This is an optimization exercise on Yosys and OpenROAD, whose aim is a short achievable clock period and few clock cycles, not a production implementation. The RTL was checked by simulation tests, not by an equivalence proof against the original design. No activity file was given, so power comes from the tool's default toggle rates.

`design/flow/design.v`:
```
package rv_core_pkg;
  typedef logic [32-1:0] word_t;
  typedef logic [5-1:0] reg_addr_t;
  localparam logic [6:0] OPC_OP     = 7'b0110011;
  localparam logic [6:0] OPC_OP_IMM = 7'b0010011;
  localparam logic [6:0] OPC_LUI    = 7'b0110111;
  localparam logic [6:0] OPC_LOAD   = 7'b0000011;
  localparam logic [6:0] OPC_STORE  = 7'b0100011;
  localparam logic [6:0] OPC_BRANCH = 7'b1100011;
  localparam logic [6:0] OPC_JAL    = 7'b1101111;
endpackage
module reg_file (
  input  logic                   clk,
  input  rv_core_pkg::reg_addr_t rs1_i,
  input  rv_core_pkg::reg_addr_t rs2_i,
  input  rv_core_pkg::reg_addr_t wr_addr_i,
  input  logic                   wr_en_i,
  input  rv_core_pkg::word_t     wr_data_i,
  output rv_core_pkg::word_t     rs1_data_o,
  output rv_core_pkg::word_t     rs2_data_o
);
  rv_core_pkg::word_t regs [1:32-1];
  always_ff @(posedge clk) begin
    if (wr_en_i && (wr_addr_i != '0)) begin
      regs[wr_addr_i] <= wr_data_i;
    end
  end
  assign rs1_data_o = (rs1_i == '0) ? '0 : regs[rs1_i];
  assign rs2_data_o = (rs2_i == '0) ? '0 : regs[rs2_i];
endmodule
module fetch_stage (
  input  logic               clk,
  input  logic               reset_i,
  input  rv_core_pkg::word_t boot_addr_i,
  input  rv_core_pkg::word_t imem_rdata_i,
  input  logic               stall_i,
  input  logic               redirect_i,
  input  rv_core_pkg::word_t redirect_pc_i,
  output rv_core_pkg::word_t imem_addr_o,
  output logic               fd_valid_o,
  output rv_core_pkg::word_t fd_instr_o,
  output rv_core_pkg::word_t fd_pc_o,
  output logic               fd_pred_o
);
  rv_core_pkg::word_t pc_q;
  rv_core_pkg::word_t pc_d;
  rv_core_pkg::word_t ins;
  rv_core_pkg::word_t imm_b;
  rv_core_pkg::word_t imm_j;
  rv_core_pkg::word_t tgt_b;
  rv_core_pkg::word_t tgt_j;
  rv_core_pkg::word_t pc4;
  logic is_jal;
  logic pred_br;
  assign ins     = imem_rdata_i;
  assign is_jal  = (ins[6:0] == rv_core_pkg::OPC_JAL);
  assign pred_br = (ins[6:0] == rv_core_pkg::OPC_BRANCH) && (ins[14:13] == 2'b00) &&
                   (ins[31] || ins[12]);
  assign imm_b = {{19{ins[31]}}, ins[31], ins[7], ins[30:25], ins[11:8], 1'b0};
  assign imm_j = {{11{ins[31]}}, ins[31], ins[19:12], ins[20], ins[30:21], 1'b0};
  assign tgt_b = pc_q + imm_b;
  assign tgt_j = pc_q + imm_j;
  assign pc4   = pc_q + 32'd4;
  always_comb begin
    if (redirect_i) begin
      pc_d = redirect_pc_i;
    end else if (stall_i) begin
      pc_d = pc_q;
    end else if (is_jal) begin
      pc_d = tgt_j;
    end else if (pred_br) begin
      pc_d = tgt_b;
    end else begin
      pc_d = pc4;
    end
  end
  always_ff @(posedge clk) begin
    if (reset_i) begin
      pc_q <= boot_addr_i;
    end else begin
      pc_q <= pc_d;
    end
  end
  assign imem_addr_o = pc_q;
  always_ff @(posedge clk) begin
    if (reset_i || redirect_i) begin
      fd_valid_o <= 1'b0;
    end else if (!stall_i) begin
      fd_valid_o <= 1'b1;
    end
  end
  always_ff @(posedge clk) begin
    if (!stall_i) begin
      fd_instr_o <= ins;
      fd_pc_o    <= pc_q;
      fd_pred_o  <= is_jal || pred_br;
    end
  end
endmodule
module decode_stage (
  input  logic                   clk,
  input  logic                   reset_i,
  input  logic                   fd_valid_i,
  input  rv_core_pkg::word_t     fd_instr_i,
  input  rv_core_pkg::word_t     fd_pc_i,
  input  logic                   fd_pred_i,
  input  logic                   redirect_i,
  input  logic                   m_wen_i,
  input  rv_core_pkg::reg_addr_t m_rd_i,
  input  rv_core_pkg::word_t     m_val_i,
  output logic                   stall_o,
  output rv_core_pkg::word_t     e_a_o,
  output rv_core_pkg::word_t     e_b_o,
  output rv_core_pkg::word_t     e_sd_o,
  output logic                   e_fwd_a_o,
  output logic                   e_fwd_b_o,
  output logic                   e_fwd_sd_o,
  output logic                   e_ld_sd_o,
  output logic                   e_op_add_o,
  output logic                   e_op_sub_o,
  output logic                   e_op_and_o,
  output logic                   e_op_or_o,
  output logic                   e_op_xor_o,
  output logic                   e_op_slt_o,
  output logic                   e_op_sll_o,
  output logic                   e_op_srl_o,
  output logic                   e_op_pass_o,
  output logic                   e_wen_o,
  output logic                   e_load_o,
  output logic                   e_store_o,
  output logic                   e_branch_o,
  output logic                   e_br_ne_o,
  output logic                   e_pred_o,
  output rv_core_pkg::word_t     e_rec_pc_o,
  output rv_core_pkg::reg_addr_t e_rd_o
);
  rv_core_pkg::word_t     ins;
  logic [6:0]             opc;
  logic [2:0]             f3;
  logic [6:0]             f7;
  rv_core_pkg::reg_addr_t rs1;
  rv_core_pkg::reg_addr_t rs2;
  rv_core_pkg::reg_addr_t rd;
  rv_core_pkg::word_t     imm_i;
  rv_core_pkg::word_t     imm_s;
  rv_core_pkg::word_t     imm_b;
  rv_core_pkg::word_t     imm_u;
  rv_core_pkg::word_t     pc4;
  rv_core_pkg::word_t     rf_rs1;
  rv_core_pkg::word_t     rf_rs2;
  rv_core_pkg::word_t     rs1_val;
  rv_core_pkg::word_t     rs2_val;
  rv_core_pkg::word_t     b_val;
  logic is_op, is_opi, is_lui, is_ld, is_st, is_br, is_jal;
  logic alu_rr, alu_ri;
  logic op_add, op_sub, op_and, op_or, op_xor, op_slt, op_sll, op_srl, op_pass;
  logic use_rs1, use_rs2, wen;
  logic fwd_rs1, fwd_rs2, ld_rs2;
  logic issue;
  assign ins = fd_instr_i;
  assign opc = ins[6:0];
  assign f3  = ins[14:12];
  assign f7  = ins[31:25];
  assign rs1 = ins[19:15];
  assign rs2 = ins[24:20];
  assign rd  = ins[11:7];
  assign imm_i = {{20{ins[31]}}, ins[31:20]};
  assign imm_s = {{20{ins[31]}}, ins[31:25], ins[11:7]};
  assign imm_b = {{19{ins[31]}}, ins[31], ins[7], ins[30:25], ins[11:8], 1'b0};
  assign imm_u = {ins[31:12], 12'b0};
  assign pc4   = fd_pc_i + 32'd4;
  assign is_op  = (opc == rv_core_pkg::OPC_OP);
  assign is_opi = (opc == rv_core_pkg::OPC_OP_IMM);
  assign is_lui = (opc == rv_core_pkg::OPC_LUI);
  assign is_ld  = (opc == rv_core_pkg::OPC_LOAD) && (f3 == 3'b010);
  assign is_st  = (opc == rv_core_pkg::OPC_STORE) && (f3 == 3'b010);
  assign is_br  = (opc == rv_core_pkg::OPC_BRANCH) && (f3[2:1] == 2'b00);
  assign is_jal = (opc == rv_core_pkg::OPC_JAL);
  assign alu_rr = is_op && (f3 != 3'b011);
  assign alu_ri = is_opi && (f3 != 3'b001) && (f3 != 3'b011) && (f3 != 3'b101);
  assign op_sub  = is_op && (f3 == 3'b000) && (f7 == 7'b0100000);
  assign op_add  = (is_op && (f3 == 3'b000) && (f7 != 7'b0100000)) ||
                   (is_opi && (f3 == 3'b000)) || is_ld || is_st;
  assign op_sll  = is_op && (f3 == 3'b001);
  assign op_slt  = (is_op || is_opi) && (f3 == 3'b010);
  assign op_xor  = (is_op || is_opi) && (f3 == 3'b100);
  assign op_srl  = is_op && (f3 == 3'b101);
  assign op_or   = (is_op || is_opi) && (f3 == 3'b110);
  assign op_and  = (is_op || is_opi) && (f3 == 3'b111);
  assign op_pass = is_lui || is_jal;
  assign use_rs1 = alu_rr || alu_ri || is_ld || is_st || is_br;
  assign use_rs2 = alu_rr || is_st || is_br;
  assign wen     = (alu_rr || alu_ri || is_lui || is_ld || is_jal) && (rd != '0);
  reg_file reg_file_inst (
    .clk        (clk),
    .rs1_i      (rs1),
    .rs2_i      (rs2),
    .wr_addr_i  (m_rd_i),
    .wr_en_i    (m_wen_i),
    .wr_data_i  (m_val_i),
    .rs1_data_o (rf_rs1),
    .rs2_data_o (rf_rs2)
  );
  assign rs1_val = (m_wen_i && (m_rd_i == rs1)) ? m_val_i : rf_rs1;
  assign rs2_val = (m_wen_i && (m_rd_i == rs2)) ? m_val_i : rf_rs2;
  always_comb begin
    if (alu_ri || is_ld) begin
      b_val = imm_i;
    end else if (is_st) begin
      b_val = imm_s;
    end else if (is_lui) begin
      b_val = imm_u;
    end else if (is_jal) begin
      b_val = pc4;
    end else begin
      b_val = rs2_val;
    end
  end
  hazard_unit hazard_unit_inst (
    .d_valid_i   (fd_valid_i),
    .d_rs1_i     (rs1),
    .d_rs2_i     (rs2),
    .d_use_rs1_i (use_rs1),
    .d_use_rs2_i (use_rs2),
    .d_store_i   (is_st),
    .e_wen_i     (e_wen_o),
    .e_load_i    (e_load_o),
    .e_rd_i      (e_rd_o),
    .stall_o     (stall_o),
    .fwd_rs1_o   (fwd_rs1),
    .fwd_rs2_o   (fwd_rs2),
    .ld_rs2_o    (ld_rs2)
  );
  assign issue = fd_valid_i && !stall_o && !redirect_i;
  always_ff @(posedge clk) begin
    if (reset_i || !issue) begin
      e_op_add_o  <= 1'b0;
      e_op_sub_o  <= 1'b0;
      e_op_and_o  <= 1'b0;
      e_op_or_o   <= 1'b0;
      e_op_xor_o  <= 1'b0;
      e_op_slt_o  <= 1'b0;
      e_op_sll_o  <= 1'b0;
      e_op_srl_o  <= 1'b0;
      e_op_pass_o <= 1'b0;
      e_wen_o     <= 1'b0;
      e_load_o    <= 1'b0;
      e_store_o   <= 1'b0;
      e_branch_o  <= 1'b0;
    end else begin
      e_op_add_o  <= op_add;
      e_op_sub_o  <= op_sub;
      e_op_and_o  <= op_and;
      e_op_or_o   <= op_or;
      e_op_xor_o  <= op_xor;
      e_op_slt_o  <= op_slt;
      e_op_sll_o  <= op_sll;
      e_op_srl_o  <= op_srl;
      e_op_pass_o <= op_pass;
      e_wen_o     <= wen;
      e_load_o    <= is_ld;
      e_store_o   <= is_st;
      e_branch_o  <= is_br;
    end
  end
  always_ff @(posedge clk) begin
    e_a_o      <= rs1_val;
    e_b_o      <= b_val;
    e_sd_o     <= rs2_val;
    e_fwd_a_o  <= fwd_rs1;
    e_fwd_b_o  <= fwd_rs2 && (alu_rr || is_br);
    e_fwd_sd_o <= fwd_rs2;
    e_ld_sd_o  <= ld_rs2;
    e_br_ne_o  <= f3[0];
    e_pred_o   <= fd_pred_i;
    e_rec_pc_o <= fd_pred_i ? pc4 : (fd_pc_i + imm_b);
    e_rd_o     <= rd;
  end
endmodule
module execute_stage (
  input  logic                   clk,
  input  logic                   reset_i,
  input  rv_core_pkg::word_t     e_a_i,
  input  rv_core_pkg::word_t     e_b_i,
  input  rv_core_pkg::word_t     e_sd_i,
  input  logic                   e_fwd_a_i,
  input  logic                   e_fwd_b_i,
  input  logic                   e_fwd_sd_i,
  input  logic                   e_ld_sd_i,
  input  logic                   e_op_add_i,
  input  logic                   e_op_sub_i,
  input  logic                   e_op_and_i,
  input  logic                   e_op_or_i,
  input  logic                   e_op_xor_i,
  input  logic                   e_op_slt_i,
  input  logic                   e_op_sll_i,
  input  logic                   e_op_srl_i,
  input  logic                   e_op_pass_i,
  input  logic                   e_wen_i,
  input  logic                   e_load_i,
  input  logic                   e_store_i,
  input  logic                   e_branch_i,
  input  logic                   e_br_ne_i,
  input  logic                   e_pred_i,
  input  rv_core_pkg::word_t     e_rec_pc_i,
  input  rv_core_pkg::reg_addr_t e_rd_i,
  input  rv_core_pkg::word_t     dmem_rdata_i,
  output logic                   redirect_o,
  output rv_core_pkg::word_t     redirect_pc_o,
  output rv_core_pkg::word_t     m_res_o,
  output rv_core_pkg::word_t     m_sd_o,
  output logic                   m_wen_o,
  output logic                   m_load_o,
  output logic                   m_store_o,
  output rv_core_pkg::reg_addr_t m_rd_o
);
  rv_core_pkg::word_t a;
  rv_core_pkg::word_t b;
  rv_core_pkg::word_t sd;
  rv_core_pkg::word_t bx;
  rv_core_pkg::word_t sum;
  rv_core_pkg::word_t res;
  logic [32:0]        sum_c;
  logic               inv;
  logic               lt;
  logic               eq;
  assign a  = e_fwd_a_i ? m_res_o : e_a_i;
  assign b  = e_fwd_b_i ? m_res_o : e_b_i;
  assign sd = e_fwd_sd_i ? m_res_o : e_sd_i;
  assign inv   = e_op_sub_i || e_op_slt_i;
  assign bx    = b ^ {32{inv}};
  assign sum_c = {a, 1'b1} + {bx, inv};
  assign sum   = sum_c[32:1];
  assign lt    = (a[31] ^ b[31]) ? a[31] : sum[31];
  assign res = ({32{e_op_add_i || e_op_sub_i}} & sum) |
               ({32{e_op_and_i}} & (a & b)) |
               ({32{e_op_or_i}} & (a | b)) |
               ({32{e_op_xor_i}} & (a ^ b)) |
               ({32{e_op_slt_i}} & {31'b0, lt}) |
               ({32{e_op_sll_i}} & (a << b[4:0])) |
               ({32{e_op_srl_i}} & (a >> b[4:0])) |
               ({32{e_op_pass_i}} & b);
  assign eq            = (a == b);
  assign redirect_o    = e_branch_i && ((eq ^ e_br_ne_i) != e_pred_i);
  assign redirect_pc_o = e_rec_pc_i;
  always_ff @(posedge clk) begin
    if (reset_i) begin
      m_wen_o   <= 1'b0;
      m_load_o  <= 1'b0;
      m_store_o <= 1'b0;
    end else begin
      m_wen_o   <= e_wen_i;
      m_load_o  <= e_load_i;
      m_store_o <= e_store_i;
    end
  end
  always_ff @(posedge clk) begin
    m_res_o <= res;
    m_sd_o  <= e_ld_sd_i ? dmem_rdata_i : sd;
    m_rd_o  <= e_rd_i;
  end
endmodule
module mem_wb_stage (
  input  logic               m_load_i,
  input  logic               m_store_i,
  input  rv_core_pkg::word_t m_res_i,
  input  rv_core_pkg::word_t m_sd_i,
  input  rv_core_pkg::word_t dmem_rdata_i,
  output rv_core_pkg::word_t dmem_addr_o,
  output rv_core_pkg::word_t dmem_wdata_o,
  output logic               dmem_rd_o,
  output logic               dmem_wr_o,
  output rv_core_pkg::word_t m_val_o
);
  assign dmem_addr_o  = m_res_i;
  assign dmem_wdata_o = m_sd_i;
  assign dmem_rd_o    = m_load_i;
  assign dmem_wr_o    = m_store_i;
  assign m_val_o      = m_load_i ? dmem_rdata_i : m_res_i;
endmodule
module hazard_unit (
  input  logic                   d_valid_i,
  input  rv_core_pkg::reg_addr_t d_rs1_i,
  input  rv_core_pkg::reg_addr_t d_rs2_i,
  input  logic                   d_use_rs1_i,
  input  logic                   d_use_rs2_i,
  input  logic                   d_store_i,
  input  logic                   e_wen_i,
  input  logic                   e_load_i,
  input  rv_core_pkg::reg_addr_t e_rd_i,
  output logic                   stall_o,
  output logic                   fwd_rs1_o,
  output logic                   fwd_rs2_o,
  output logic                   ld_rs2_o
);
  logic hit1;
  logic hit2;
  assign hit1 = e_wen_i && (e_rd_i == d_rs1_i);
  assign hit2 = e_wen_i && (e_rd_i == d_rs2_i);
  assign fwd_rs1_o = hit1 && !e_load_i;
  assign fwd_rs2_o = hit2 && !e_load_i;
  assign ld_rs2_o  = hit2 && e_load_i;
  assign stall_o = d_valid_i && e_load_i &&
                   ((d_use_rs1_i && hit1) || (d_use_rs2_i && hit2 && !d_store_i));
endmodule
module rv_core_top (
  input  logic  clk,
  input  logic  reset_i,
  input  rv_core_pkg::word_t boot_addr_i,
  output rv_core_pkg::word_t imem_addr_o,
  input  rv_core_pkg::word_t imem_rdata_i,
  output rv_core_pkg::word_t dmem_addr_o,
  output rv_core_pkg::word_t dmem_wdata_o,
  output logic  dmem_rd_o,
  output logic  dmem_wr_o,
  input  rv_core_pkg::word_t dmem_rdata_i
);
  logic                   stall;
  logic                   redirect;
  rv_core_pkg::word_t     redirect_pc;
  logic                   fd_valid;
  rv_core_pkg::word_t     fd_instr;
  rv_core_pkg::word_t     fd_pc;
  logic                   fd_pred;
  rv_core_pkg::word_t     e_a, e_b, e_sd, e_rec_pc;
  logic                   e_fwd_a, e_fwd_b, e_fwd_sd, e_ld_sd;
  logic                   e_op_add, e_op_sub, e_op_and, e_op_or, e_op_xor;
  logic                   e_op_slt, e_op_sll, e_op_srl, e_op_pass;
  logic                   e_wen, e_load, e_store, e_branch, e_br_ne, e_pred;
  rv_core_pkg::reg_addr_t e_rd;
  rv_core_pkg::word_t     m_res, m_sd, m_val;
  logic                   m_wen, m_load, m_store;
  rv_core_pkg::reg_addr_t m_rd;
  fetch_stage fetch_stage_inst (
    .clk           (clk),
    .reset_i       (reset_i),
    .boot_addr_i   (boot_addr_i),
    .imem_rdata_i  (imem_rdata_i),
    .stall_i       (stall),
    .redirect_i    (redirect),
    .redirect_pc_i (redirect_pc),
    .imem_addr_o   (imem_addr_o),
    .fd_valid_o    (fd_valid),
    .fd_instr_o    (fd_instr),
    .fd_pc_o       (fd_pc),
    .fd_pred_o     (fd_pred)
  );
  decode_stage decode_stage_inst (
    .clk         (clk),
    .reset_i     (reset_i),
    .fd_valid_i  (fd_valid),
    .fd_instr_i  (fd_instr),
    .fd_pc_i     (fd_pc),
    .fd_pred_i   (fd_pred),
    .redirect_i  (redirect),
    .m_wen_i     (m_wen),
    .m_rd_i      (m_rd),
    .m_val_i     (m_val),
    .stall_o     (stall),
    .e_a_o       (e_a),
    .e_b_o       (e_b),
    .e_sd_o      (e_sd),
    .e_fwd_a_o   (e_fwd_a),
    .e_fwd_b_o   (e_fwd_b),
    .e_fwd_sd_o  (e_fwd_sd),
    .e_ld_sd_o   (e_ld_sd),
    .e_op_add_o  (e_op_add),
    .e_op_sub_o  (e_op_sub),
    .e_op_and_o  (e_op_and),
    .e_op_or_o   (e_op_or),
    .e_op_xor_o  (e_op_xor),
    .e_op_slt_o  (e_op_slt),
    .e_op_sll_o  (e_op_sll),
    .e_op_srl_o  (e_op_srl),
    .e_op_pass_o (e_op_pass),
    .e_wen_o     (e_wen),
    .e_load_o    (e_load),
    .e_store_o   (e_store),
    .e_branch_o  (e_branch),
    .e_br_ne_o   (e_br_ne),
    .e_pred_o    (e_pred),
    .e_rec_pc_o  (e_rec_pc),
    .e_rd_o      (e_rd)
  );
  execute_stage execute_stage_inst (
    .clk           (clk),
    .reset_i       (reset_i),
    .e_a_i         (e_a),
    .e_b_i         (e_b),
    .e_sd_i        (e_sd),
    .e_fwd_a_i     (e_fwd_a),
    .e_fwd_b_i     (e_fwd_b),
    .e_fwd_sd_i    (e_fwd_sd),
    .e_ld_sd_i     (e_ld_sd),
    .e_op_add_i    (e_op_add),
    .e_op_sub_i    (e_op_sub),
    .e_op_and_i    (e_op_and),
    .e_op_or_i     (e_op_or),
    .e_op_xor_i    (e_op_xor),
    .e_op_slt_i    (e_op_slt),
    .e_op_sll_i    (e_op_sll),
    .e_op_srl_i    (e_op_srl),
    .e_op_pass_i   (e_op_pass),
    .e_wen_i       (e_wen),
    .e_load_i      (e_load),
    .e_store_i     (e_store),
    .e_branch_i    (e_branch),
    .e_br_ne_i     (e_br_ne),
    .e_pred_i      (e_pred),
    .e_rec_pc_i    (e_rec_pc),
    .e_rd_i        (e_rd),
    .dmem_rdata_i  (dmem_rdata_i),
    .redirect_o    (redirect),
    .redirect_pc_o (redirect_pc),
    .m_res_o       (m_res),
    .m_sd_o        (m_sd),
    .m_wen_o       (m_wen),
    .m_load_o      (m_load),
    .m_store_o     (m_store),
    .m_rd_o        (m_rd)
  );
  mem_wb_stage mem_wb_stage_inst (
    .m_load_i     (m_load),
    .m_store_i    (m_store),
    .m_res_i      (m_res),
    .m_sd_i       (m_sd),
    .dmem_rdata_i (dmem_rdata_i),
    .dmem_addr_o  (dmem_addr_o),
    .dmem_wdata_o (dmem_wdata_o),
    .dmem_rd_o    (dmem_rd_o),
    .dmem_wr_o    (dmem_wr_o),
    .m_val_o      (m_val)
  );
endmodule
```
`design/flow/run.sh`:
```
#!/bin/bash
# synth_recipe.tcl (not shown) runs the flow's synth.tcl, then flattens the netlist and writes it again
# the make line also repeats each setting of config.mk as NAME=value (left out here)
make -C /OpenROAD-flow-scripts/flow DESIGN_CONFIG=/design/flow/config.mk WORK_HOME=/design/flow/orfs CLKGATE_MAP_FILE= SYNTH_SCRIPT=/design/flow/synth_recipe.tcl finish
```
`design/flow/config.mk`:
```
export PLATFORM = sky130hd
export DESIGN_NAME = rv_core_top
export DESIGN_NICKNAME = rv_core_top
export VERILOG_FILES = /design/flow/design.v
export SDC_FILE = /design/flow/constraint.sdc
export NUM_CORES = 4
export LEC_CHECK = 0
export ABC_CLOCK_PERIOD_IN_PS = 2500
export CAP_MARGIN = 20
export CORE_MARGIN = 2
export CORE_UTILIZATION = 40
export PLACE_DENSITY = 0.6
export SETUP_SLACK_MARGIN = 4.0
export SLEW_MARGIN = 20
```
`design/flow/constraint.sdc`:
```
create_clock -name core_clock -period 7.0 [get_ports {clk}]
set_input_delay 1.4000 -clock core_clock [delete_from_list [all_inputs] [get_ports {clk}]]
set_output_delay 1.4000 -clock core_clock [all_outputs]
set_load 0.01 [all_outputs]
```
==> out/summary.txt, run 1 <==
status - timing/DRC/antenna clean
area occupied by multi-input gates - 0.0347 mm²
Worst EP arrival - 4.34 ns
crit-path max FO - 8
worst-skew pair later-pin latency - 0.81 ns
P per Cell Area - 226 mW/mm²
Clock transition at path regs - 0.07 ns
RSZ-0062 raised after global routing - true
EDFF count, synth - 1089
global-route wire length before repair - 366000 µm
initial antenna violation count - 6
hold buffers post-CTS - 0
P_leak - 30.6 nW
Synth Register Bits - 1324
Slew Limit Fails - 0
syn_area_per_cell - 13.6 µm²
IO Port Bufs - 195
final setup TNS - 0 ns
Fill cells - 14918
CP top delay family - compound AO/OA/AOI/OAI gates
DIE AREA - 0.180 mm²
Area Overhead vs Synth - 23.8%
CP Data Required Time - 7.61 ns
GRT Util Overall - 28.3%
Final Skew - 0.0347 ns
relative slew slack - 23.6%
prevailing post-synth register cell - edfxtp_1
worst slew pin tran - 1.13 ns
post-DP HPWL - 161000 µm
worst slack, placed - 1.69 ns
drt total wl - 262000 µm
critical path type - flop to flop
Vias - 51581
Hold Vio Cnt, Final - 0
CTS root buffer - clkbuf_16
most frequent CP cell - buf_6
Setup crit start kind - flop
CTS tree - built
Starting Density - 40.2%
CP Buf/Inv Count - 6
Netlist cell types - 86
CP peak stage delay - 0.37 ns
synth warn - 4
Die Ht - 424 µm
CTS Buffer Depth - 3
DR DRC count - 0
via/cell ratio - 6.39
period utilization - 53.2%
crit path time final - 3.72 ns
slowest CP cell - dfxtp_4
crit-path cells - buf_6 > buf_12 > buf_8 > mux2i_4 > inv_2 > ha_4 > and3_4 > and3_4 > a22oi_2 > and2_1 > a211oi_2 > o22ai_2 > buf_6 > buf_6 > o31ai_4 > a311oi_1 > a41oi_1 > nand4_1
via count of the first global-routing pass - 49760
Die X - 424 µm
gpl congestion - 0.993
layout cell share with drive strength beyond 1 - 31.3%
ys async rst share - 0%
final setup fails - 0
wire length per cell - 32.4 µm
Peak VDD IR - 216 µV
I/O Pins - 196
drt initial violations - 6537
largest net degree at the start of global routing - 78
CORE AREA - 0.176 mm²
row count - 154
CTS H-Tree Depth - 4
Final Net Count - 5882
Reg area - 0.0376 mm²
Sink Count - 1324
kind of end point of the critical path - flop
post-layout util - 49.7%
Max Cap Viol - 0
Hold Path Class - flop to flop
Post-Synthesis Cells - 5174
cts bufs inserted - 145
drt pass-1 iters - 6
sequential cell area fraction in the yosys report - 53.0%
DRT antenna net count - 0
final worst slack - 3.28 ns
gr ovfl total - 0
fmax - 268 MHz
Mapped Area - 0.0706 mm²
## cell usage in the layout (no fill, tap or decap), types with 25 or more instances in the layout
cell,synthesis,layout
a211oi_1,100,95
mux2i_1,302,198
mux4_2,551,551
clkbuf_16,0,156
nor2_4,0,27
o211ai_1,41,41
and3_1,41,36
dfxtp_1,235,186
ha_4,0,39
clkbuf_1,235,37
buf_16,0,28
buf_4,11,295
dlygate4sd2_1,0,73
a21oi_1,285,242
nand2_1,349,339
xor2_1,89,84
buf_6,4,47
mux2i_4,1,60
a21o_1,58,56
mux2i_2,4,49
xnor2_1,108,98
o21ai_2,0,30
nand3_1,81,77
o21ai_0,281,187
dfxtp_4,0,44
clkdlybuf4s50_1,0,76
nor2_1,296,260
a221oi_1,42,29
a21oi_2,1,38
o21ai_1,5,54
buf_12,0,43
o22ai_1,72,59
nor3_1,50,30
inv_1,149,139
nand4_1,25,25
ha_1,170,123
edfxtp_1,1089,1089
## synthesized netlist by cell type, types with 11 or more instances
cell,number,share of area [%]
edfxtp_1,1089,46
mux4_2,551,18
nand2_1,349,1.9
mux2i_1,302,4.3
nor2_1,296,1.6
a21oi_1,285,2.0
o21ai_0,281,2.0
clkbuf_1,235,1.2
dfxtp_1,235,6.7
ha_1,170,3.0
inv_1,149,0.79
xnor2_1,108,1.3
a211oi_1,100,1.1
xor2_1,89,1.1
nand3_1,81,0.57
o22ai_1,72,0.64
buf_1,64,0.34
a21o_1,58,0.62
nor3_1,50,0.35
a221oi_1,42,0.52
and3_1,41,0.36
o211ai_1,41,0.44
buf_2,37,0.26
a31oi_1,29,0.26
nand4_1,25,0.22
nand2b_1,24,0.21
nor2b_1,24,0.21
nor4_1,22,0.19
mux2_2,20,0.32
o21a_1,19,0.20
o221ai_1,19,0.24
or3_1,17,0.15
o31ai_1,16,0.17
and2_1,14,0.12
a22oi_1,13,0.14
o21bai_1,12,0.13
o311ai_0,12,0.15
buf_4,11,0.12
o2111ai_1,11,0.14
## through the flow
step	cells	hold WS, ns	power, mW	area [µm²]
2_1_floorplan	5174	0.348	10.7	71500
3_3_place_gp	7468	0.388	11.6	76000
3_5_place_dp	7472	0.387	11.6	76000
4_1_cts	7950	0.398	19.5	84800
5_1_grt	8070	0.407	20.3	87400
6_report	8073	0.397	19.8	87400
## cell families after synthesis
group	after synthesis	share of synthesized area [%]
AOI/OAI and AO/OA	1097	9.84
xor gates and xnor gates	199	2.49
adders and majority gates	173	3.10
buffers and inverters	506	2.86
DFF	1324	53.0
muxes	881	22.3
and+or+nand+nor	994	6.38
## area by class of cell
class / count / area share [%]
Sequential cell: 1324 / 43.0
Antenna cell: 3 / 0.00859
Clock inverter: 76 / 0.916
Clock buffer: 190 / 4.45
Timing Repair Buffer: 637 / 7.88
Inverter: 155 / 0.693
Multi-Input combinational cell: 3348 / 39.7
Tap cell: 2340 / 3.35
## worst register-to-register path: stages, from the launching register on
cell      delay (ns)
dfxtp_4         0.37
buf_6           0.10
buf_12          0.14
buf_8           0.14
mux2i_4         0.28
inv_2           0.08
ha_4            0.29
and3_4          0.18
and3_4          0.17
a22oi_2         0.09
and2_1          0.18
a211oi_2        0.28
o22ai_2         0.11
buf_6           0.17
buf_6           0.14
o31ai_4         0.26
a311oi_1        0.13
a41oi_1         0.20
nand4_1         0.20
## final timing paths
kind,start,end,slack (ns),cells past startpoint
worst max-delay path,decode_stage_inst.e_fwd_a_o$_DFF_P_,execute_stage_inst.m_res_o[25]$_DFF_P_,3.28,18
worst min-delay path,decode_stage_inst.e_rd_o[1]$_DFF_P_,execute_stage_inst.m_rd_o[1]$_DFF_P_,0.40,0
worst min register to register,decode_stage_inst.e_rd_o[1]$_DFF_P_,execute_stage_inst.m_rd_o[1]$_DFF_P_,0.40,0
worst max register to register,decode_stage_inst.e_fwd_a_o$_DFF_P_,execute_stage_inst.m_res_o[25]$_DFF_P_,3.28,18
## power by group
group / internal (mW) / total (mW) / switching (mW)
clock network: 4.26 / 7.58 / 3.31
logic: 1.43 / 3.38 / 1.95
registers: 8.61 / 8.80 / 0.188
## state kept, by name, indices dropped and copies added, names as in the netlist, 5 cells and up, named ones only
| signal | cells |
|---|---|
| decode_stage_inst.e_a_o | 32 |
| decode_stage_inst.e_b_o | 32 |
| decode_stage_inst.e_rd_o | 5 |
| decode_stage_inst.e_rec_pc_o | 32 |
| decode_stage_inst.e_sd_o | 32 |
| decode_stage_inst.reg_file_inst.regs | 992 |
| execute_stage_inst.m_rd_o | 5 |
| execute_stage_inst.m_res_o | 32 |
| execute_stage_inst.m_sd_o | 32 |
| fetch_stage_inst.fd_instr_o | 32 |
| fetch_stage_inst.fd_pc_o | 32 |
| fetch_stage_inst.pc_q | 32 |
## metal layers
layer  global-route usage (%)  routed length, µm  vias up  part of all wire (%)
met2                     45.0             122000     3033                    47
met4                     16.3              18000        4                   6.9
met1                     36.2              96400    26346                    37
met5                        0                 68        -                 0.026
li1                         -                  -    21473                     -
met3                     5.65              25000      725                   9.5
## what timing repair did
item                                    CTS  global route
pin swaps                                75            98
endpoints found under the setup margin  741           374
gates resized for setup                 667           331
cloned                                   24            13
buffers inserted                        188           107
Testbench counts, summed over its fixed seeds: cycles 47,067.
==> run 2: changes to the inputs <==
--- a/design/flow/design.v
+++ b/design/flow/design.v
@@ -59,7 +59,25 @@
   assign imm_b = {{19{ins[31]}}, ins[31], ins[7], ins[30:25], ins[11:8], 1'b0};
   assign imm_j = {{11{ins[31]}}, ins[31], ins[19:12], ins[20], ins[30:21], 1'b0};
-  assign tgt_b = pc_q + imm_b;
-  assign tgt_j = pc_q + imm_j;
-  assign pc4   = pc_q + 32'd4;
+  logic [13:0] lo_b;
+  logic [21:0] lo_j;
+  logic [18:0] hi_b_p, hi_b_m;
+  logic [10:0] hi_j_p, hi_j_m;
+  add_lo #(.W(13)) add_b_inst (.a_i(pc_q[12:0]), .b_i(imm_b[12:0]), .y_o(lo_b));
+  add_lo #(.W(21)) add_j_inst (.a_i(pc_q[20:0]), .b_i(imm_j[20:0]), .y_o(lo_j));
+  inc_dec #(.W(19)) hi_b_inst (.a_i(pc_q[31:13]), .p_o(hi_b_p), .m_o(hi_b_m));
+  inc_dec #(.W(11)) hi_j_inst (.a_i(pc_q[31:21]), .p_o(hi_j_p), .m_o(hi_j_m));
+  inc4 inc4_inst (.a_i(pc_q), .y_o(pc4));
+  always_comb begin
+    case ({lo_b[13], ins[31]})
+      2'b10:   tgt_b = {hi_b_p, lo_b[12:0]};
+      2'b01:   tgt_b = {hi_b_m, lo_b[12:0]};
+      default: tgt_b = {pc_q[31:13], lo_b[12:0]};
+    endcase
+    case ({lo_j[21], ins[31]})
+      2'b10:   tgt_j = {hi_j_p, lo_j[20:0]};
+      2'b01:   tgt_j = {hi_j_m, lo_j[20:0]};
+      default: tgt_j = {pc_q[31:21], lo_j[20:0]};
+    endcase
+  end
   always_comb begin
     if (redirect_i) begin
@@ -98,4 +116,25 @@
   end
 endmodule
+module add_lo #(parameter int W = 13) (
+  input  logic [W-1:0] a_i,
+  input  logic [W-1:0] b_i,
+  output logic [W:0]   y_o
+);
+  assign y_o = {1'b0, a_i} + {1'b0, b_i};
+endmodule
+module inc_dec #(parameter int W = 19) (
+  input  logic [W-1:0] a_i,
+  output logic [W-1:0] p_o,
+  output logic [W-1:0] m_o
+);
+  assign p_o = a_i + 1'b1;
+  assign m_o = a_i - 1'b1;
+endmodule
+module inc4 (
+  input  rv_core_pkg::word_t a_i,
+  output rv_core_pkg::word_t y_o
+);
+  assign y_o = a_i + 32'd4;
+endmodule
 module decode_stage (
   input  logic                   clk,
@@ -109,11 +148,9 @@
   input  rv_core_pkg::reg_addr_t m_rd_i,
   input  rv_core_pkg::word_t     m_val_i,
+  input  rv_core_pkg::word_t     e_res_i,
   output logic                   stall_o,
   output rv_core_pkg::word_t     e_a_o,
   output rv_core_pkg::word_t     e_b_o,
   output rv_core_pkg::word_t     e_sd_o,
-  output logic                   e_fwd_a_o,
-  output logic                   e_fwd_b_o,
-  output logic                   e_fwd_sd_o,
   output logic                   e_ld_sd_o,
   output logic                   e_op_add_o,
@@ -265,10 +302,7 @@
   end
   always_ff @(posedge clk) begin
-    e_a_o      <= rs1_val;
-    e_b_o      <= b_val;
-    e_sd_o     <= rs2_val;
-    e_fwd_a_o  <= fwd_rs1;
-    e_fwd_b_o  <= fwd_rs2 && (alu_rr || is_br);
-    e_fwd_sd_o <= fwd_rs2;
+    e_a_o      <= fwd_rs1 ? e_res_i : rs1_val;
+    e_b_o      <= (fwd_rs2 && (alu_rr || is_br)) ? e_res_i : b_val;
+    e_sd_o     <= fwd_rs2 ? e_res_i : rs2_val;
     e_ld_sd_o  <= ld_rs2;
     e_br_ne_o  <= f3[0];
@@ -284,7 +318,4 @@
   input  rv_core_pkg::word_t     e_b_i,
   input  rv_core_pkg::word_t     e_sd_i,
-  input  logic                   e_fwd_a_i,
-  input  logic                   e_fwd_b_i,
-  input  logic                   e_fwd_sd_i,
   input  logic                   e_ld_sd_i,
   input  logic                   e_op_add_i,
@@ -308,4 +339,5 @@
   output logic                   redirect_o,
   output rv_core_pkg::word_t     redirect_pc_o,
+  output rv_core_pkg::word_t     e_res_o,
   output rv_core_pkg::word_t     m_res_o,
   output rv_core_pkg::word_t     m_sd_o,
@@ -318,28 +350,30 @@
   rv_core_pkg::word_t b;
   rv_core_pkg::word_t sd;
-  rv_core_pkg::word_t bx;
   rv_core_pkg::word_t sum;
+  rv_core_pkg::word_t diff;
   rv_core_pkg::word_t res;
-  logic [32:0]        sum_c;
-  logic               inv;
   logic               lt;
   logic               eq;
-  assign a  = e_fwd_a_i ? m_res_o : e_a_i;
-  assign b  = e_fwd_b_i ? m_res_o : e_b_i;
-  assign sd = e_fwd_sd_i ? m_res_o : e_sd_i;
-  assign inv   = e_op_sub_i || e_op_slt_i;
-  assign bx    = b ^ {32{inv}};
-  assign sum_c = {a, 1'b1} + {bx, inv};
-  assign sum   = sum_c[32:1];
-  assign lt    = (a[31] ^ b[31]) ? a[31] : sum[31];
-  assign res = ({32{e_op_add_i || e_op_sub_i}} & sum) |
+  assign a  = e_a_i;
+  assign b  = e_b_i;
+  assign sd = e_sd_i;
+  rv_core_pkg::word_t shl;
+  rv_core_pkg::word_t shr;
+  alu_add alu_add_inst (.a_i(a), .b_i(b), .y_o(sum));
+  alu_sub alu_sub_inst (.a_i(a), .b_i(b), .y_o(diff));
+  alu_slt alu_slt_inst (.a_i(a), .b_i(b), .y_o(lt));
+  alu_shl alu_shl_inst (.a_i(a), .sh_i(b[4:0]), .y_o(shl));
+  alu_shr alu_shr_inst (.a_i(a), .sh_i(b[4:0]), .y_o(shr));
+  alu_eq  alu_eq_inst  (.a_i(a), .b_i(b), .y_o(eq));
+  assign res = ({32{e_op_add_i}} & sum) |
+               ({32{e_op_sub_i}} & diff) |
                ({32{e_op_and_i}} & (a & b)) |
                ({32{e_op_or_i}} & (a | b)) |
                ({32{e_op_xor_i}} & (a ^ b)) |
                ({32{e_op_slt_i}} & {31'b0, lt}) |
-               ({32{e_op_sll_i}} & (a << b[4:0])) |
-               ({32{e_op_srl_i}} & (a >> b[4:0])) |
+               ({32{e_op_sll_i}} & shl) |
+               ({32{e_op_srl_i}} & shr) |
                ({32{e_op_pass_i}} & b);
-  assign eq            = (a == b);
+  assign e_res_o       = res;
   assign redirect_o    = e_branch_i && ((eq ^ e_br_ne_i) != e_pred_i);
   assign redirect_pc_o = e_rec_pc_i;
@@ -361,4 +395,46 @@
   end
 endmodule
+module alu_add (
+  input  rv_core_pkg::word_t a_i,
+  input  rv_core_pkg::word_t b_i,
+  output rv_core_pkg::word_t y_o
+);
+  assign y_o = a_i + b_i;
+endmodule
+module alu_sub (
+  input  rv_core_pkg::word_t a_i,
+  input  rv_core_pkg::word_t b_i,
+  output rv_core_pkg::word_t y_o
+);
+  assign y_o = a_i - b_i;
+endmodule
+module alu_slt (
+  input  rv_core_pkg::word_t a_i,
+  input  rv_core_pkg::word_t b_i,
+  output logic               y_o
+);
+  assign y_o = $signed(a_i) < $signed(b_i);
+endmodule
+module alu_shl (
+  input  rv_core_pkg::word_t a_i,
+  input  logic [4:0]         sh_i,
+  output rv_core_pkg::word_t y_o
+);
+  assign y_o = a_i << sh_i;
+endmodule
+module alu_shr (
+  input  rv_core_pkg::word_t a_i,
+  input  logic [4:0]         sh_i,
+  output rv_core_pkg::word_t y_o
+);
+  assign y_o = a_i >> sh_i;
+endmodule
+module alu_eq (
+  input  rv_core_pkg::word_t a_i,
+  input  rv_core_pkg::word_t b_i,
+  output logic               y_o
+);
+  assign y_o = (a_i == b_i);
+endmodule
 module mem_wb_stage (
   input  logic               m_load_i,
@@ -424,5 +500,6 @@
   logic                   fd_pred;
   rv_core_pkg::word_t     e_a, e_b, e_sd, e_rec_pc;
-  logic                   e_fwd_a, e_fwd_b, e_fwd_sd, e_ld_sd;
+  logic                   e_ld_sd;
+  rv_core_pkg::word_t     e_res;
   logic                   e_op_add, e_op_sub, e_op_and, e_op_or, e_op_xor;
   logic                   e_op_slt, e_op_sll, e_op_srl, e_op_pass;
@@ -457,11 +534,9 @@
     .m_rd_i      (m_rd),
     .m_val_i     (m_val),
+    .e_res_i     (e_res),
     .stall_o     (stall),
     .e_a_o       (e_a),
     .e_b_o       (e_b),
     .e_sd_o      (e_sd),
-    .e_fwd_a_o   (e_fwd_a),
-    .e_fwd_b_o   (e_fwd_b),
-    .e_fwd_sd_o  (e_fwd_sd),
     .e_ld_sd_o   (e_ld_sd),
     .e_op_add_o  (e_op_add),
@@ -489,7 +564,4 @@
     .e_b_i         (e_b),
     .e_sd_i        (e_sd),
-    .e_fwd_a_i     (e_fwd_a),
-    .e_fwd_b_i     (e_fwd_b),
-    .e_fwd_sd_i    (e_fwd_sd),
     .e_ld_sd_i     (e_ld_sd),
     .e_op_add_i    (e_op_add),
@@ -513,4 +585,5 @@
     .redirect_o    (redirect),
     .redirect_pc_o (redirect_pc),
+    .e_res_o       (e_res),
     .m_res_o       (m_res),
     .m_sd_o        (m_sd),
--- a/design/flow/config.mk
+++ b/design/flow/config.mk
@@ -6,5 +6,4 @@
 export NUM_CORES = 4
 export LEC_CHECK = 0
-export ABC_CLOCK_PERIOD_IN_PS = 2500
 export CAP_MARGIN = 20
 export CORE_MARGIN = 2
@@ -13,2 +12,4 @@
 export SETUP_SLACK_MARGIN = 4.0
 export SLEW_MARGIN = 20
+export SYNTH_HIERARCHICAL = 1
+export SYNTH_MINIMUM_KEEP_SIZE = 0
==> run 2 against run 1 <==
Net effect:
- clock skew increased by 0.024 ns
- largest cell class is now multi-input gates
- critical endpoint is now decode_stage_inst.e_b_o[18]$_DFF_P_
- sequential share of layout area decreased by 3.7 points
- wire length increased by 20%
- hold slack improved by 0.0089 ns
- first-iteration DRC count increased by 24%
- sequential power increased by 0.5%
- fmax increased by 13%
- combinational power increased by 45%
- clock power increased by 5.4%
- largest power group unchanged
- final cell count increased by 13%
- final area increased by 9.0%
- critical path depth decreased by 5
==> out/summary.txt, run 2 <==
status - timing/DRC/antenna clean
cts bufs inserted - 148 (+2.1%)
prevailing post-synth register cell - edfxtp_1
DIE AREA - 0.196 mm² (+8.9%)
drt pass-1 iters - 6 (unchanged)
most frequent cells in the layout - edfxtp_1, buf_4, mux2i_1, mux4_2, nand2_1
kind of end point of the critical path - flop
Synth top area share - 42.5% (-3.8 points)
final setup TNS - 0 ns (unchanged)
Setup crit start kind - flop
synth warn - 10 (+6)
DR DRC count - 0 (unchanged)
CP Data Required Time - 7.72 ns (+0.11 ns)
final setup fails - 0 (unchanged)
wire length per cell - 34.4 µm (+6.0%)
Largest register FFs - 992 (unchanged)
Synth Register Bits - 1311 (-0.98%)
Gate power share - 22.5% (+5.4 points)
crit path time final - 3.30 ns (-0.430 ns)
fmax - 303 MHz (+13%)
Die X - 443 µm (+4.4%)
hold buffers post-CTS - 0 (unchanged)
commonest non-fill, non-tap cell in the layout - edfxtp_1
RSZ-0062 raised after global routing - true
Slew Limit Fails - 0 (unchanged)
post-layout util - 49.7% (-0.080 points)
via/cell ratio - 6.52 (+2.0%)
Post-synth top cells - edfxtp_1, mux2i_1, mux4_2
Final Net Count - 6808 (+16%)
gpl congestion - 1.04 (+4.6%)
drt total wl - 314000 µm (+20%)
Synth area leaders - edfxtp_1, mux4_2, mux2i_1
Starting Density - 40.1% (about the same)
largest net degree at the start of global routing - 99 (+27%)
Power Total - 21.7 mW (+9.9%)
Sink Count - 1311 (-0.98%)
Hold Path Class - flop to flop
Hold Vio Cnt, Final - 0 (unchanged)
drt initial violations - 8083 (+24%)
Worst EP arrival - 4.01 ns (-0.33 ns)
CTS Buffer Depth - 3 (unchanged)
P per Cell Area - 228 mW/mm² (+0.88%)
CORE AREA - 0.192 mm² (+9.1%)
Psw - 6.54 mW (+20%)
Max Cap Viol - 0 (unchanged)
area leader, netlist - edfxtp_1
Final Skew - 0.0591 ns (+0.0244 ns)
crit-path max FO - 5 (-3)
DRT antenna net count - 0 (unchanged)
P_leak - 37.0 nW (+21%)
period utilization - 47.1% (-6.1 points)
internal power - 15.2 mW (+6.1%)
count leader, synth - edfxtp_1
sequential share of power - 40.7% (-3.8 points)
syn_area_per_cell - 12.8 µm² (-6.0%)
IO Port Bufs - 195 (unchanged)
Post-Synthesis Cells - 5999 (+16%)
Peak VDD IR - 214 µV (-0.95%)
Clock power frac - 36.8% (-1.6 points)
Clock transition at path regs - 0.07 ns (about the same)
Vias - 59530 (+15%)
I/O Pins - 196 (unchanged)
sequential cell area fraction in the yosys report - 48.3% (-4.7 points)
critical path type - flop to flop
worst-skew pair later-pin latency - 0.85 ns (+0.04 ns)
EDFF count, synth - 1089 (unchanged)
post-DP HPWL - 191000 µm (+19%)
Die Ht - 443 µm (+4.4%)
gr ovfl total - 0 (unchanged)
worst slew pin tran - 1.19 ns (+0.0536 ns)
CTS tree - built
CTS root buffer - clkbuf_16
Area Overhead vs Synth - 23.7% (about the same)
GRT Util Overall - 31.0% (+2.7 points)
Netlist cell types - 131 (+52%)
via count of the first global-routing pass - 56994 (+15%)
ys async rst share - 0% (unchanged)
CTS H-Tree Depth - 4 (unchanged)
initial antenna violation count - 22 (+16)
global-route wire length before repair - 436000 µm (+19%)
layout cell share with drive strength beyond 1 - 31.6% (+0.34 points)
Top reg by flops - decode_stage_inst.reg_file_inst.regs
row count - 161 (+4.5%)
Mapped Area - 0.0770 mm² (+9.0%)
relative slew slack - 20.8% (-2.9 points)
Net Sw Frac - 30.1% (+2.5 points)
[run 2: area by class of cell]
class / count / area (µm²)
Fill cell: 16387 / 96600
Multi-Input combinational cell: 3962 / 39700
Sequential cell: 1311 / 37400
Timing Repair Buffer: 811 / 9060
Clock buffer: 177 / 3880
Tap cell: 2526 / 3160
Clock inverter: 95 / 1050
Inverter: 243 / 935
Antenna cell: 9 / 22.5
[run 2: cell families (layout without fill, tap and decap cells)]
| logic type | Yosys count | after routing | synth area share, % |
|---|---|---|---|
| XOR/XNOR | 258 | 258 | 2.94 |
| AO/OA/AOI/OAI | 1233 | 1233 | 11.5 |
| multiplexers | 1017 | 1017 | 20.5 |
| AND/OR/NAND/NOR | 1213 | 1219 | 7.95 |
| adder cells (fa/ha/maj) | 233 | 233 | 3.84 |
| other | 1 | 11 | 0.00487 |
| buffers and inverters | 733 | 1326 | 5.08 |
| flip-flops | 1311 | 1311 | 48.3 |
[run 2: Yosys stat by module, one instance, submodules excluded, excerpt]
module / cell area (µm²) / copies in the design / flops+latches
alu_add: 1740 / 1 / 0
fetch_stage: 4460 / 1 / 98
alu_sub: 1840 / 1 / 0
alu_slt: 790 / 1 / 0
hazard_unit: 165 / 1 / 0
reg_file: 46500 / 1 / 992
alu_shl: 1720 / 1 / 0
execute_stage: 4720 / 1 / 72
[run 2: final timing paths]
kind | endpoint | slack [ns] | cells past startpoint | from
hold reg to reg | execute_stage_inst.m_rd_o[2]$_DFF_P_ | 0.41 | 0 | decode_stage_inst.e_rd_o[2]$_DFF_P_
setup / recovery | decode_stage_inst.e_b_o[18]$_DFF_P_ | 3.70 | 13 | decode_stage_inst.e_b_o[0]$_DFF_P_
hold / removal | execute_stage_inst.m_rd_o[2]$_DFF_P_ | 0.41 | 0 | decode_stage_inst.e_rd_o[2]$_DFF_P_
setup reg to reg | decode_stage_inst.e_b_o[18]$_DFF_P_ | 3.70 | 13 | decode_stage_inst.e_b_o[0]$_DFF_P_
[run 2: metrics by stage]
step	area [µm²]	setup WS, ns	hold WS, ns	cells
2_1_floorplan	77300	3.36	0.349	6000
3_3_place_gp	80900	2.25	0.386	8367
3_5_place_dp	80900	2.29	0.388	8367
4_1_cts	92500	3.77	0.402	8987
5_1_grt	95200	3.70	0.412	9126
6_report	95200	3.70	0.406	9134
[run 2: timing repair]
item	CTS	global route
cloned	46	9
setup buffers	302	129
resized for setup	861	379
pin swaps	162	168
endpoints found under the setup margin	417	338
[run 2: layer usage]
metal	up-vias	track usage, %	part of all wire [%]
met2	3965	46.7	44
met3	877	8.09	11
li1	24408	-	-
met5	-	0	0.082
met1	30268	40.4	38
met4	12	18.0	6.7
[run 2: worst max-delay path: stages (launching register included)]
cell and delay [ns]:
dfxtp_4 0.41, ha_4 0.17, fa_2 0.20, a21o_1 0.18, a31o_4 0.22, nand4_1 0.21, a21oi_4 0.36, nand3_2 0.14
a311oi_2 0.25, xor2_1 0.12, a22oi_2 0.34, nand4_1 0.16, buf_6 0.17, a22o_1 0.22
[run 2: power groups by stage]
stage,Combinational (mW),Sequential [mW],Clock (mW)
floorplan,2.51,8.90,0
global placement,3.51,9.09,0
detailed placement,3.51,9.09,0
CTS,4.39,8.82,8.04
global route,5.08,8.84,8.33
finish,4.89,8.84,7.99
Testbench counts of run 2, summed over its fixed seeds: cycles 47,067.
==> run 3: changes to the inputs <==
--- a/design/flow/design.v
+++ b/design/flow/design.v
@@ -145,4 +145,5 @@
   input  logic                   fd_pred_i,
   input  logic                   redirect_i,
+  input  rv_core_pkg::word_t     f_instr_i,
   input  logic                   m_wen_i,
   input  rv_core_pkg::reg_addr_t m_rd_i,
@@ -192,5 +193,5 @@
   logic alu_rr, alu_ri;
   logic op_add, op_sub, op_and, op_or, op_xor, op_slt, op_sll, op_srl, op_pass;
-  logic use_rs1, use_rs2, wen;
+  logic wen;
   logic fwd_rs1, fwd_rs2, ld_rs2;
   logic issue;
@@ -226,6 +227,4 @@
   assign op_and  = (is_op || is_opi) && (f3 == 3'b111);
   assign op_pass = is_lui || is_jal;
-  assign use_rs1 = alu_rr || alu_ri || is_ld || is_st || is_br;
-  assign use_rs2 = alu_rr || is_st || is_br;
   assign wen     = (alu_rr || alu_ri || is_lui || is_ld || is_jal) && (rd != '0);
   reg_file reg_file_inst (
@@ -255,10 +254,13 @@
   end
   hazard_unit hazard_unit_inst (
+    .clk         (clk),
+    .reset_i     (reset_i),
+    .redirect_i  (redirect_i),
+    .f_instr_i   (f_instr_i),
     .d_valid_i   (fd_valid_i),
+    .d_load_i    (is_ld),
+    .d_rd_i      (rd),
     .d_rs1_i     (rs1),
     .d_rs2_i     (rs2),
-    .d_use_rs1_i (use_rs1),
-    .d_use_rs2_i (use_rs2),
-    .d_store_i   (is_st),
     .e_wen_i     (e_wen_o),
     .e_load_i    (e_load_o),
@@ -456,10 +458,13 @@
 endmodule
 module hazard_unit (
+  input  logic                   clk,
+  input  logic                   reset_i,
+  input  logic                   redirect_i,
+  input  rv_core_pkg::word_t     f_instr_i,
   input  logic                   d_valid_i,
+  input  logic                   d_load_i,
+  input  rv_core_pkg::reg_addr_t d_rd_i,
   input  rv_core_pkg::reg_addr_t d_rs1_i,
   input  rv_core_pkg::reg_addr_t d_rs2_i,
-  input  logic                   d_use_rs1_i,
-  input  logic                   d_use_rs2_i,
-  input  logic                   d_store_i,
   input  logic                   e_wen_i,
   input  logic                   e_load_i,
@@ -470,6 +475,41 @@
   output logic                   ld_rs2_o
 );
-  logic hit1;
-  logic hit2;
+  logic [6:0]             f_opc;
+  logic [2:0]             f_f3;
+  rv_core_pkg::reg_addr_t f_rs1;
+  rv_core_pkg::reg_addr_t f_rs2;
+  logic                   f_use_rs1;
+  logic                   f_use_rs2;
+  logic                   f_alu_rr;
+  logic                   f_alu_ri;
+  logic                   f_ld;
+  logic                   f_st;
+  logic                   f_br;
+  logic                   stall_d;
+  logic                   stall_q;
+  logic                   hit1;
+  logic                   hit2;
+  assign f_opc = f_instr_i[6:0];
+  assign f_f3  = f_instr_i[14:12];
+  assign f_rs1 = f_instr_i[19:15];
+  assign f_rs2 = f_instr_i[24:20];
+  assign f_alu_rr  = (f_opc == rv_core_pkg::OPC_OP) && (f_f3 != 3'b011);
+  assign f_alu_ri  = (f_opc == rv_core_pkg::OPC_OP_IMM) && (f_f3 != 3'b001) &&
+                     (f_f3 != 3'b011) && (f_f3 != 3'b101);
+  assign f_ld      = (f_opc == rv_core_pkg::OPC_LOAD) && (f_f3 == 3'b010);
+  assign f_st      = (f_opc == rv_core_pkg::OPC_STORE) && (f_f3 == 3'b010);
+  assign f_br      = (f_opc == rv_core_pkg::OPC_BRANCH) && (f_f3[2:1] == 2'b00);
+  assign f_use_rs1 = f_alu_rr || f_alu_ri || f_ld || f_st || f_br;
+  assign f_use_rs2 = f_alu_rr || f_br;
+  assign stall_d = !stall_q && !redirect_i && d_valid_i && d_load_i && (d_rd_i != '0) &&
+                   ((f_use_rs1 && (f_rs1 == d_rd_i)) || (f_use_rs2 && (f_rs2 == d_rd_i)));
+  always_ff @(posedge clk) begin
+    if (reset_i) begin
+      stall_q <= 1'b0;
+    end else begin
+      stall_q <= stall_d;
+    end
+  end
+  assign stall_o = stall_q;
   assign hit1 = e_wen_i && (e_rd_i == d_rs1_i);
   assign hit2 = e_wen_i && (e_rd_i == d_rs2_i);
@@ -477,6 +517,4 @@
   assign fwd_rs2_o = hit2 && !e_load_i;
   assign ld_rs2_o  = hit2 && e_load_i;
-  assign stall_o = d_valid_i && e_load_i &&
-                   ((d_use_rs1_i && hit1) || (d_use_rs2_i && hit2 && !d_store_i));
 endmodule
 module rv_core_top (
@@ -531,4 +569,5 @@
     .fd_pred_i   (fd_pred),
     .redirect_i  (redirect),
+    .f_instr_i   (imem_rdata_i),
     .m_wen_i     (m_wen),
     .m_rd_i      (m_rd),
==> run 3 against run 2 <==
Net effect:
- highest routed layer unchanged
- clock skew barely moved
- wire length fell by 1.2%
- die area rose by 0.21%
- clock power rose by 2%
- hold slack got worse by 0.028 ns
- final area barely moved
- final cell count rose by 0.77%
- synthesized cell count rose by 0.58%
- power rose by 0.65%
- register-to-register slack got worse by 0.07 ns
- via count rose by 0.27%
- critical endpoint is now decode_stage_inst.e_b_o[30]$_DFF_P_
==> out/summary.txt, run 3 <==
Final Cell Area - 0.0953 mm² (about the same)
Post-DP Area - 0.0811 mm² (+0.28%)
worst-skew pair later-pin latency - 0.83 ns (-0.02 ns)
Post-Synthesis Cells - 6034 (+0.58%)
CP endpoint - decode_stage_inst.e_b_o[30]$_DFF_P_
Synth top area share - 42.4% (-0.088 points)
Sink Count - 1312 (+0.076%)
P per Cell Area - 229 mW/mm² (+0.57%)
Netlist cell types - 132 (+0.76%)
row count - 161 (unchanged)
Hold Vio Cnt, Final - 0 (unchanged)
via count of the first global-routing pass - 57461 (+0.82%)
WHS - 0.378 ns (-0.0281 ns)
Largest register FFs - 992 (unchanged)
sequential cell area fraction in the yosys report - 48.2% (-0.073 points)
critical path type - flop to flop
crit path time final - 3.36 ns (+0.0654 ns)
CTS root buffer - clkbuf_16
Vias - 59690 (+0.27%)
DIE AREA - 0.196 mm² (+0.21%)
RSZ-0062 raised after global routing - true
Final Skew - 0.0590 ns (-0.0000872 ns)
Area Overhead vs Synth - 23.6%
final setup fails - 0 (unchanged)
Hold Path Class - flop to flop
Slew Limit Fails - 0 (unchanged)
count leader, synth - edfxtp_1
reg2reg end - decode_stage_inst.e_b_o[30]$_DFF_P_
global-route wire length before repair - 431000 µm (-1.2%)
status - timing/DRC/antenna clean
period utilization - 48.0% (+0.93 points)
DRT antenna net count - 0 (unchanged)
drt total wl - 310000 µm (-1.2%)
worst reg2reg setup slack - 3.64 ns (-0.07 ns)
cts bufs inserted - 146 (-1.4%)
Fill cells - 16431 (+0.27%)
EDFF count, synth - 1089 (unchanged)
GRT Util Overall - 30.5% (-0.47 points)
Final Net Count - 6881 (+1.1%)
CTS Buffer Depth - 3 (unchanged)
DR DRC count - 0 (unchanged)
largest net degree at the start of global routing - 97 (-2.0%)
prevailing post-synth register cell - edfxtp_1
gpl congestion - 1.01 (-2.8%)
wire length per cell - 33.7 µm (-2.0%)
Synth Register Bits - 1312 (+0.076%)
Starting Density - 40.2% (+0.041 points)
fmax - 298 MHz (-1.9%)
CP Launch Point - decode_stage_inst.e_b_o[0]$_DFF_P_
most frequent CP cell - buf_6
Setup crit start kind - flop
worst slew pin tran - 1.04 ns (-0.150 ns)
CTS H-Tree Depth - 4 (unchanged)
kind of end point of the critical path - flop
gr ovfl total - 0 (unchanged)
ys async rst share - 0% (unchanged)
Die X - 443 µm (+0.10%)
slowest CP cell - mux4_2
Die Ht - 443 µm (+0.10%)
drt initial violations - 8085 (+0.025%)
Top reg by flops - decode_stage_inst.reg_file_inst.regs
Synth area leaders - edfxtp_1, mux4_2, mux2i_1
CORE AREA - 0.192 mm² (+0.10%)
commonest non-fill, non-tap cell in the layout - edfxtp_1
P_leak - 37.2 nW (+0.48%)
Peak VDD IR - 175 µV (-18%)
post-DP HPWL - 192000 µm (+0.23%)
synth warn - 11 (+1)
Mapped Area - 0.0771 mm² (+0.21%)
crit-path cells - buf_6 > buf_6 > buf_16 > mux4_2 > mux2_2 > a22oi_1 > o211ai_1 > a22oi_1 > nand4_1 > buf_6 > a22o_1
Post-synth top cells - edfxtp_1, mux2i_1, mux4_2
syn_area_per_cell - 12.8 µm² (-0.37%)
final setup TNS - 0 ns (unchanged)
CP peak stage delay - 0.53 ns (+0.12 ns)
layout cell share with drive strength beyond 1 - 31.7% (+0.10 points)
CTS tree - built
area leader, netlist - edfxtp_1
Clock transition at path regs - 0.06 ns (about the same)
IO Port Bufs - 195 (unchanged)
drt pass-1 iters - 6 (unchanged)
FF-to-FF Start - decode_stage_inst.e_b_o[0]$_DFF_P_
post-layout util - 49.6% (about the same)
CP Data Required Time - 7.69 ns (-0.03 ns)
Worst EP arrival - 4.05 ns (+0.04 ns)
initial antenna violation count - 15 (-32%)
via/cell ratio - 6.49 (-0.49%)
most frequent cells in the layout - edfxtp_1, buf_4, mux2i_1, mux4_2, nand2_1
I/O Pins - 196 (unchanged)
crit-path max FO - 6 (+1)
relative slew slack - 30.6% (+9.9 points)
r2r worst-path depth - 11 (-2)
Max Cap Viol - 0 (unchanged)
## run 3: area by class of cell
type                            instances  area (µm²)  area share, %
Multi-Input combinational cell       3985       39500           41.4
Sequential cell                      1312       37400           39.2
Timing Repair Buffer                  854        9250           9.70
Clock buffer                          174        3820           4.01
Tap cell                             2526        3160           3.32
Clock inverter                         96        1210           1.27
Inverter                              250         963           1.01
Antenna cell                            6        15.0         0.0158
Timing Repair inverter                  1        7.51        0.00788
## run 3: worst min-delay path by stage
| stage | startpoint | to | cells past startpoint |
|---|---|---|---|
| 6_report | decode_stage_inst.e_rd_o[2]$_DFF_P_ | execute_stage_inst.m_rd_o[2]$_DFF_P_ | 0 |
| 3_3_place_gp | decode_stage_inst.e_rd_o[2]$_DFF_P_ | execute_stage_inst.m_rd_o[2]$_DFF_P_ | 0 |
| 2_1_floorplan | fetch_stage_inst.fd_instr_o[12]$_DFFE_PN_ | decode_stage_inst.e_br_ne_o$_DFF_P_ | 0 |
| 4_1_cts | decode_stage_inst.e_rd_o[2]$_DFF_P_ | execute_stage_inst.m_rd_o[2]$_DFF_P_ | 0 |
| 3_5_place_dp | decode_stage_inst.e_rd_o[2]$_DFF_P_ | execute_stage_inst.m_rd_o[2]$_DFF_P_ | 0 |
| 5_1_grt | decode_stage_inst.e_rd_o[2]$_DFF_P_ | execute_stage_inst.m_rd_o[2]$_DFF_P_ | 0 |
## run 3: per-layer routing
layer / GRT usage, % / wire length [µm] / share of wire [%]
met2: 45.5 / 135000 / 44
met4: 16.8 / 19700 / 6.4
met5: 0 / 258 / 0.083
met3: 8.36 / 37000 / 12
met1: 40.2 / 118000 / 38
## run 3: where the power goes
part	leakage (nW)	internal, mW	switching [mW]	total (mW)
combinational	20.5	2.13	2.75	4.88
clock	2.43	4.71	3.44	8.14
sequential	14.2	8.56	0.274	8.83
total	37.2	15.4	6.46	21.9
## run 3: cell families (layout without fill, tap and decap cells)
logic type / Yosys count / in the layout / synth area share [%]
AOI/OAI and AO/OA: 1230 / 1231 / 11.4
DFF: 1312 / 1312 / 48.2
buffers and inverters: 746 / 1375 / 5.10
muxes: 1013 / 1013 / 20.3
and+or+nand+nor: 1229 / 1236 / 8.07
other: 1 / 8 / 0.00486
adders and majority gates: 233 / 233 / 3.83
xor gates and xnor gates: 270 / 270 / 3.07
## run 3: worst max-delay path: cells and delay by family, from the launching register on
family | cells | cell delay (ns)
AO/OA/AOI/OAI | 4 | 1.13
AND/OR/NAND/NOR | 1 | 0.14
multiplexers | 2 | 0.86
flip-flops | 1 | 0.51
buffers and inverters | 4 | 0.56
## run 3: timing repair
item,in CTS,in global routing
pin swaps,182,173
gates resized for setup,863,356
buffers inserted,339,133
hold buffers,0,0
setup endpoints to repair,430,217
gates cloned,42,6
hold endpoints to repair,0,0
## run 3: per-stage QoR
stage | setup slack [ns] | cells | power (mW)
3_5_place_dp | 2.26 | 8407 | 12.6
2_1_floorplan | 3.36 | 6035 | 11.4
5_1_grt | 3.66 | 9198 | 22.4
6_report | 3.64 | 9204 | 21.9
3_3_place_gp | 2.22 | 8403 | 12.6
4_1_cts | 3.78 | 9058 | 21.4
## run 3: Yosys stat by module, one instance, submodules excluded, excerpt
module	times used	cells inside	cell area, µm²	flops+latches
alu_shl	1	176	1720	0
alu_slt	1	108	790	0
alu_sub	1	279	1840	0
decode_stage	1	957	8300	149
fetch_stage	1	323	4460	98
reg_file	1	2601	46500	992
Testbench counts of run 3, summed over its fixed seeds: cycles 47,067.

[static timing again, ports no longer ideal]
Ports are ideal in the flow. The routed layouts listed here were re-timed in OpenROAD.
Step 1: set_driving_cell puts a clkbuf_16 on clk and a buf_2 on each other input, an assumption about the parent block.
Step 2 times the ports against the registers' clock, not the clock port: input delays grow and output delays shrink by t, the midpoint of the rising clock arrivals with the driver on.
Slacks: ideal ports / drivers / drivers and shift; pairs: ideal ports / drivers.
run	shift t [ns]	slack for setup (ns)	hold WS [ns]	worst setup path at the end
run 1	0.869	3.275 / 3.275 / 2.595	0.397 / 0.397 / 0.397	input to register
run 2	0.918	3.705 / 3.705 / 3.032	0.406 / 0.406 / 0.406	input to register
run 3	0.893	3.639 / 3.639 / 3.009	0.378 / 0.378 / 0.378	input to register
After both steps every run listed still meets setup and hold. For run 1, which loses most, drivers alone change the setup slack by 0.000 ns; drivers and shift together by -0.680 ns.
